Context: an optimization exercise on an open-source flow, tuned for small area. The choices shown serve that exercise and are no tape-out recipe.
In this exercise RTL edits were held to simulation tests only and were not proved equivalent to the original.
Power figures rest on the tool's default switching activity, not on a simulated workload.

**flow/run.sh**
```bash
#!/bin/bash
# synth_recipe.tcl (not shown) runs the flow's synth.tcl, then flattens the netlist and writes it again
# the make line also repeats each setting of config.mk as NAME=value (left out here)
make -C /OpenROAD-flow-scripts/flow DESIGN_CONFIG=/design/flow/config.mk WORK_HOME=/design/flow/orfs CLKGATE_MAP_FILE= SYNTH_SCRIPT=/design/flow/synth_recipe.tcl finish
```
**flow/config.mk**
```make
export PLATFORM = sky130hd
export DESIGN_NAME = gamepad_edge_repeat_deadzone_unit
export DESIGN_NICKNAME = gamepad_edge_repeat_deadzone_unit
export VERILOG_FILES = /design/flow/design.v
export SDC_FILE = /design/flow/constraint.sdc
export NUM_CORES = 4
export LEC_CHECK = 0
export CAP_MARGIN = 20
export CORE_MARGIN = 2
export CORE_UTILIZATION = 40
export SLEW_MARGIN = 20
```
**flow/constraint.sdc**
```tcl
create_clock -name core_clock -period 5.0 [get_ports {clock}]
set_input_delay 1.0000 -clock core_clock [delete_from_list [all_inputs] [get_ports {clock}]]
set_output_delay 1.0000 -clock core_clock [all_outputs]
set_load 0.01 [all_outputs]
```
**flow/design.v**
```verilog
`timescale 1ns / 1ps
package gerd_pkg;
   localparam int NUM_BUTTONS = 32;
   localparam int CNT_WIDTH   = 9;
   localparam logic [7:0] RESET_HOLD_DELAY    = 8'd30;
   localparam logic [7:0] RESET_REPEAT_PERIOD = 8'd6;
   localparam logic [7:0] RESET_DEAD_ZONE     = 8'd20;
endpackage
`timescale 1ns / 1ps
module gerd_stick (
   input  logic        [7:0] raw,
   input  logic        [7:0] dead_zone,
   output logic signed [7:0] offset
);
   logic [7:0] centered;
   logic [7:0] magnitude;
   always_comb begin
      centered  = raw ^ 8'h80;
      magnitude = centered[7] ? (~centered + 8'd1) : centered;
      offset    = (magnitude < dead_zone) ? 8'sd0 : $signed(centered);
   end
endmodule
`timescale 1ns / 1ps
module gerd_lane (
   input  logic                           clock,
   input  logic                           reset,
   input  logic                           advance,
   input  logic                           held,
   input  logic [gerd_pkg::CNT_WIDTH-1:0] wrap_at,     
   input  logic                           wrap_at_one,  
   input  logic [gerd_pkg::CNT_WIDTH-1:0] delay_p1,    
   output logic                           fire,
   output logic                           level         
);
   localparam int W = gerd_pkg::CNT_WIDTH;
   logic [W-1:0] s_ff;
   logic [W-1:0] s_in;
   logic [W-1:0] inc;
   logic         zero;
   logic         first;
   logic         wrap;
   always_comb begin
      zero  = (s_ff == '0);
      first = (s_ff[W-1:1] == '0);
      wrap  = (s_ff >= wrap_at) | (zero & wrap_at_one);
      inc   = s_ff + W'(1);
      inc[0] = inc[0] & ~zero;
      inc[1] = inc[1] | zero;
      fire  = held & (first | wrap);
      s_in  = '0;
      if (held) s_in = wrap ? delay_p1 : inc;
   end
   assign level = ~zero;
   always_ff @(posedge clock) begin
      if (reset) begin
         s_ff <= '0;
      end else if (advance) begin
         s_ff <= s_in;
      end
   end
endmodule
`timescale 1ns / 1ps
module gamepad_edge_repeat_deadzone_unit (
   input  logic               clock,
   input  logic               reset,
   input  logic               req_valid,
   output logic               req_stall,
   input  logic        [31:0] req_buttons,
   input  logic        [7:0]  req_stick_x_raw,
   input  logic        [7:0]  req_stick_y_raw,
   output logic               rsp_valid,
   input  logic               rsp_stall,
   output logic        [31:0] rsp_pressed_mask,
   output logic        [31:0] rsp_released_mask,
   output logic        [31:0] rsp_held_mask,
   output logic        [31:0] rsp_repeat_mask,
   output logic signed [7:0]  rsp_stick_x_offset,
   output logic signed [7:0]  rsp_stick_y_offset,
   input  logic               csr_valid,
   output logic               csr_ready,
   input  logic        [1:0]  csr_index,
   input  logic        [7:0]  csr_data
);
   logic [7:0] delay_ff;
   logic [7:0] period_ff;
   logic [7:0] dz_ff;
   assign csr_ready = 1'b1;
   always_ff @(posedge clock) begin
      if (reset) begin
         delay_ff  <= gerd_pkg::RESET_HOLD_DELAY;
         period_ff <= gerd_pkg::RESET_REPEAT_PERIOD;
         dz_ff     <= gerd_pkg::RESET_DEAD_ZONE;
      end else if (csr_valid) begin
         case (csr_index)
            2'd0:    delay_ff  <= csr_data;
            2'd1:    period_ff <= csr_data;
            2'd2:    dz_ff     <= csr_data;
            default: ;
         endcase
      end
   end
   logic [7:0] period_min1;
   logic [8:0] wrap_at;
   logic [8:0] delay_p1;
   logic       wrap_at_one;
   assign period_min1 = {period_ff[7:1], period_ff[0] | (period_ff[7:1] == 7'd0)};
   assign wrap_at     = {1'b0, delay_ff} + {1'b0, period_min1};
   assign delay_p1    = {1'b0, delay_ff} + 9'd1;
   assign wrap_at_one = (wrap_at == 9'd1);
   logic rsp_valid_ff;
   logic accept;
   assign req_stall = rsp_valid_ff & rsp_stall;
   assign accept    = req_valid & ~req_stall;
   assign rsp_valid = rsp_valid_ff;
   always_ff @(posedge clock) begin
      if (reset) begin
         rsp_valid_ff <= 1'b0;
      end else if (accept) begin
         rsp_valid_ff <= 1'b1;
      end else if (!rsp_stall) begin
         rsp_valid_ff <= 1'b0;
      end
   end
   logic [31:0] fire;
   logic [31:0] level;
   logic [31:0] prev_ff;
   logic [31:0] repeat_ff;
   for (genvar lane = 0; lane < gerd_pkg::NUM_BUTTONS; lane++) begin : g_lane
      gerd_lane u_lane (
         .clock       (clock),
         .reset       (reset),
         .advance     (accept),
         .held        (req_buttons[lane]),
         .wrap_at     (wrap_at),
         .wrap_at_one (wrap_at_one),
         .delay_p1    (delay_p1),
         .fire        (fire[lane]),
         .level       (level[lane])
      );
   end
   logic signed [7:0] stick_x_in;
   logic signed [7:0] stick_y_in;
   logic signed [7:0] stick_x_ff;
   logic signed [7:0] stick_y_ff;
   gerd_stick u_stick_x (
      .raw       (req_stick_x_raw),
      .dead_zone (dz_ff),
      .offset    (stick_x_in)
   );
   gerd_stick u_stick_y (
      .raw       (req_stick_y_raw),
      .dead_zone (dz_ff),
      .offset    (stick_y_in)
   );
   always_ff @(posedge clock) begin
      if (accept) begin
         prev_ff    <= level;
         repeat_ff  <= fire;
         stick_x_ff <= stick_x_in;
         stick_y_ff <= stick_y_in;
      end
   end
   assign rsp_held_mask      = level;
   assign rsp_pressed_mask   = level & ~prev_ff;
   assign rsp_released_mask  = ~level & prev_ff;
   assign rsp_repeat_mask    = repeat_ff;
   assign rsp_stick_x_offset = stick_x_ff;
   assign rsp_stick_y_offset = stick_y_ff;
endmodule
```
==> out/qor.yml <==
synth_xor_area_share_pct: 1.26
grt_max_degree: 109
switching_share_pct: 32.3
place.gp.congestion: 0.826
ys_seq_area_share_pct: 29.1
final_antenna_net_count: 0
cap_violations: 0
min_period_over_period_pct: 92.6
num_vias: 27200
synth_edf_count: 80
finalCriticalPeriod_ns: 4.63
cp-end-kind: "flop"
rr_worst_depth: 15
worst_pin_slew_ns: 0.995
clkSinkCount: 393
p_int_uw: 6710
dr.pass1.iters: 6
synth_top_family_by_area: "simple AND/OR/NAND/NOR gates"
slew_viol_final: 0
seqPwrFrac_pct: 35.6
synth_nets: 3813
synth-adder-area-share_pct: 12.9
comb_power_share_pct: 25.8
die-height_um: 277
synthCells: 3468
path_cells: "nor4_1 -> a21o_1 -> ha_2 -> inv_1 -> fa_2 -> nand2b_1 -> a21oi_4 -> a31oi_1 -> o21a_2 -> nand4_4 -> buf_4 -> nor2_1 -> or3_1 -> o41ai_1 -> o2bb2ai_1"
worstSetupPathType: "reg -> reg"
wire_per_inst_um: 20.6
critPathMaxFanout: 19
hold_path_depth: 2
numPortBuffers: 208
status: "no timing/DRC/antenna violations"
r2r-start: "period_ff[3]"
fin_nets: 3893
rsz0062_at_grt: "no"
grt_pass1_vias: 25300
die_w_um: 277
yosys.area_share.simple_pct: 25.7
wl_um: 94000
cts_resized: 0
synth.distinct_cells: 80
cts_buffers: 51
cts_setup_buffers: 0
p_switching_uw: 3210
hold_viol: 0
cts_tree: "done"
critical_path_arrival_ns: 5.17
avgSynthCellArea_um2: 8.59
clock_latency_ns: 0.61
drt_iter0_drc: 2208
core_um2: 74100
grt-ovfl-total: 0
cpPeakStageDelay_ns: 0.65
grt_pass1_wl_um: 146000
synth_compound_area_share_pct: 18.4
io_pins: 210
ys_seq_elements: 393
worst_hold_startpoint: "dz_ff[5]"
tns_ns: 0
cp_slowest_cell: "or3_1"
reg2reg_slack_ns: 0.37
drcViolationCount: 0
cts_buffer_depth: 3
reg2reg_to: "g_lane[16].u_lane.s_ff[6]"
async_flop_share_pct: 0
gr-usage-all-layers_pct: 23.7
hold_slack_ns: 0.498
drive_above_1_share_pct: 7.72
synthFlopType: "dfxtp_1"
holdBufCountCts: 0
irDropWorstVdd_mv: 0.251
total_leakage_power_uw: 0.0137
yosysWarnings: 3
path_clk_slew_ns: 0.07
clkPwrFrac_pct: 38.6
hold_end: "dz_ff[5]"
max_slew_margin_pct: 33.3
area_delta_synth_final_pct: 15.4
synth_area_um2: 29800
dieArea_um2: 76600
vias_per_cell: 5.96
final_cell_mix: "dfxtp_1 (313), ha_1 (279), nand2_1 (254)"
synthMuxAreaShare_pct: 6.06
antennaDiodeCount: 0
start_util_pct: 40.2
cp-start-kind: "flop"
cp.required_ns: 5.54
layout_commonest_cell: "dfxtp_1"
cts_max_level: 2
fp-row-count: 100
fmax_mhz: 216
antenna_found_initial: 1
cellPowerDensity_nw_per_um2: 289
finalSetupViolCount: 0
hp-class: "reg -> reg"
dp.final_hpwl_um: 60200
cts_root_buf: "clkbuf_16"
finalClockSkew_ns: 0.0118
## stage by stage
step	instances	instance area [um^2]	utilization, %	power, uW	worst slack, ns
after detailed placement	4464	32600	44.1	6150	0.401
after global routing	4559	34400	46.4	10400	0.0311
after CTS	4559	34400	46.4	10000	0.370
after global placement	4463	32600	44.0	6120	0.474
after floorplan	3468	29800	-	5170	0.00434
final	4559	34400	46.4	9920	0.370
## synthesized netlist by cell type, types with 12 or more instances
master / number / area share, %
a21oi_1: 90 / 1.5
a221o_1: 75 / 2.5
a221oi_1: 14 / 0.41
a22oi_1: 61 / 1.5
a31oi_1: 41 / 0.86
a32oi_1: 19 / 0.56
and2_1: 71 / 1.5
and3_1: 158 / 3.3
and4b_1: 20 / 0.67
buf_2: 36 / 0.61
buf_4: 54 / 1.4
buf_6: 13 / 0.49
clkbuf_1: 144 / 1.8
dfxtp_1: 313 / 21
edfxtp_1: 80 / 8.1
ha_1: 281 / 12
inv_1: 165 / 2.1
maj3_1: 14 / 0.47
maj3_2: 16 / 0.61
mux2_2: 21 / 0.79
mux2i_1: 145 / 4.9
nand2_1: 254 / 3.2
nand2b_1: 72 / 1.5
nand3_1: 154 / 2.6
nand4b_1: 48 / 1.4
nor2_1: 184 / 2.3
nor2b_1: 82 / 1.7
nor3_1: 110 / 1.8
nor4_1: 90 / 1.9
nor4bb_1: 12 / 0.40
o211ai_1: 49 / 1.2
o211ai_2: 13 / 0.55
o21a_1: 18 / 0.45
o21ai_0: 120 / 2.0
o221ai_1: 32 / 0.94
o22ai_1: 19 / 0.40
o2bb2ai_1: 26 / 0.76
o311ai_0: 21 / 0.62
o31ai_1: 24 / 0.61
o32ai_1: 28 / 0.82
or2_2: 15 / 0.32
or3_1: 28 / 0.59
or4_1: 47 / 1.2
xor2_1: 31 / 0.91
## routing by layer
layer	share of wire (%)	vias to the layer above	global-route usage, %
met5	0	-	0
met1	46	13000	32.8
met3	5.8	156	3.10
met4	3.0	0	7.66
li1	-	13300	-
met2	45	758	38.2
## layout make-up
type                            count  area (um^2)
Clock inverter                     29          231
Clock buffer                       66         1480
Timing Repair Buffer              284         2750
Inverter                          165          622
Fill cell                        7175        39700
Sequential cell                   393         8670
Tap cell                          969         1210
Multi-Input combinational cell   2653        19400
## logic make-up after synthesis
| logic type | Yosys count |
|---|---|
| AND/OR/NAND/NOR | 1389 |
| AO/OA/AOI/OAI | 735 |
| buffers and inverters | 422 |
| flip-flops | 393 |
| adder cells (fa/ha/maj) | 312 |
| multiplexers | 174 |
| XOR/XNOR | 42 |
| other | 1 |
## worst max-delay path, delay by kind of cell (launching register included)
family | cells | cell delay (ns)
simple gates | 5 | 1.50
flops | 1 | 0.33
buf+inv | 2 | 0.43
compound gates | 6 | 1.73
fa+ha+maj | 2 | 0.56
## power groups by stage
stage,sequential [uW],clock [uW],combinational (uW)
after detailed placement,3600,0,2550
final,3530,3830,2560
after CTS,3530,3920,2560
after floorplan,3580,0,1590
after global routing,3550,4020,2800
after global placement,3600,0,2520
## worst max path at each step
stage | startpoint | end | depth (start not counted)
2_1_floorplan | period_ff[7] | g_lane[5].u_lane.s_ff[5] | 16
3_3_place_gp | period_ff[3] | g_lane[10].u_lane.s_ff[5] | 15
4_1_cts | period_ff[3] | g_lane[14].u_lane.s_ff[5] | 15
5_1_grt | period_ff[3] | g_lane[16].u_lane.s_ff[4] | 15
3_5_place_dp | period_ff[3] | g_lane[14].u_lane.s_ff[5] | 15
6_report | period_ff[3] | g_lane[16].u_lane.s_ff[6] | 15
## state kept, by name, summed over array words and instances (netlist names)
name and count:
prev_ff 32, stick_x_ff 8, repeat_ff 32, g_lane.u_lane.s_ff 288
stick_y_ff 8, dz_ff 8, delay_ff 8, rsp_valid_ff 1
period_ff 8

-- afterwards: timing with drivers on the ports --
No port has a modelled driver above. Below, the same layout with a new extraction and two added sets of constraints. Step 1 assumes that a clkbuf_16 drives the clock port and a buf_2 every other input. Step 2 moves the port delays by t, midway between the first and last clock arrival at a register: inputs arrive t later, outputs are due t later. That takes back most of the time a late clock gives input paths. Slacks: ideal ports / drivers / drivers and shift; pairs: ideal ports / drivers.
t, ns: 0.665
slack for setup (ns): 0.370 / 0.370 / 0.370
slew at the worst register clock pin (ns): 0.07 / 0.07
pins driven straight from the clock port: 1
After both steps setup and hold are still met in this run. The setup slack of this run moves by 0.000 ns with the drivers and by 0.000 ns with both steps.
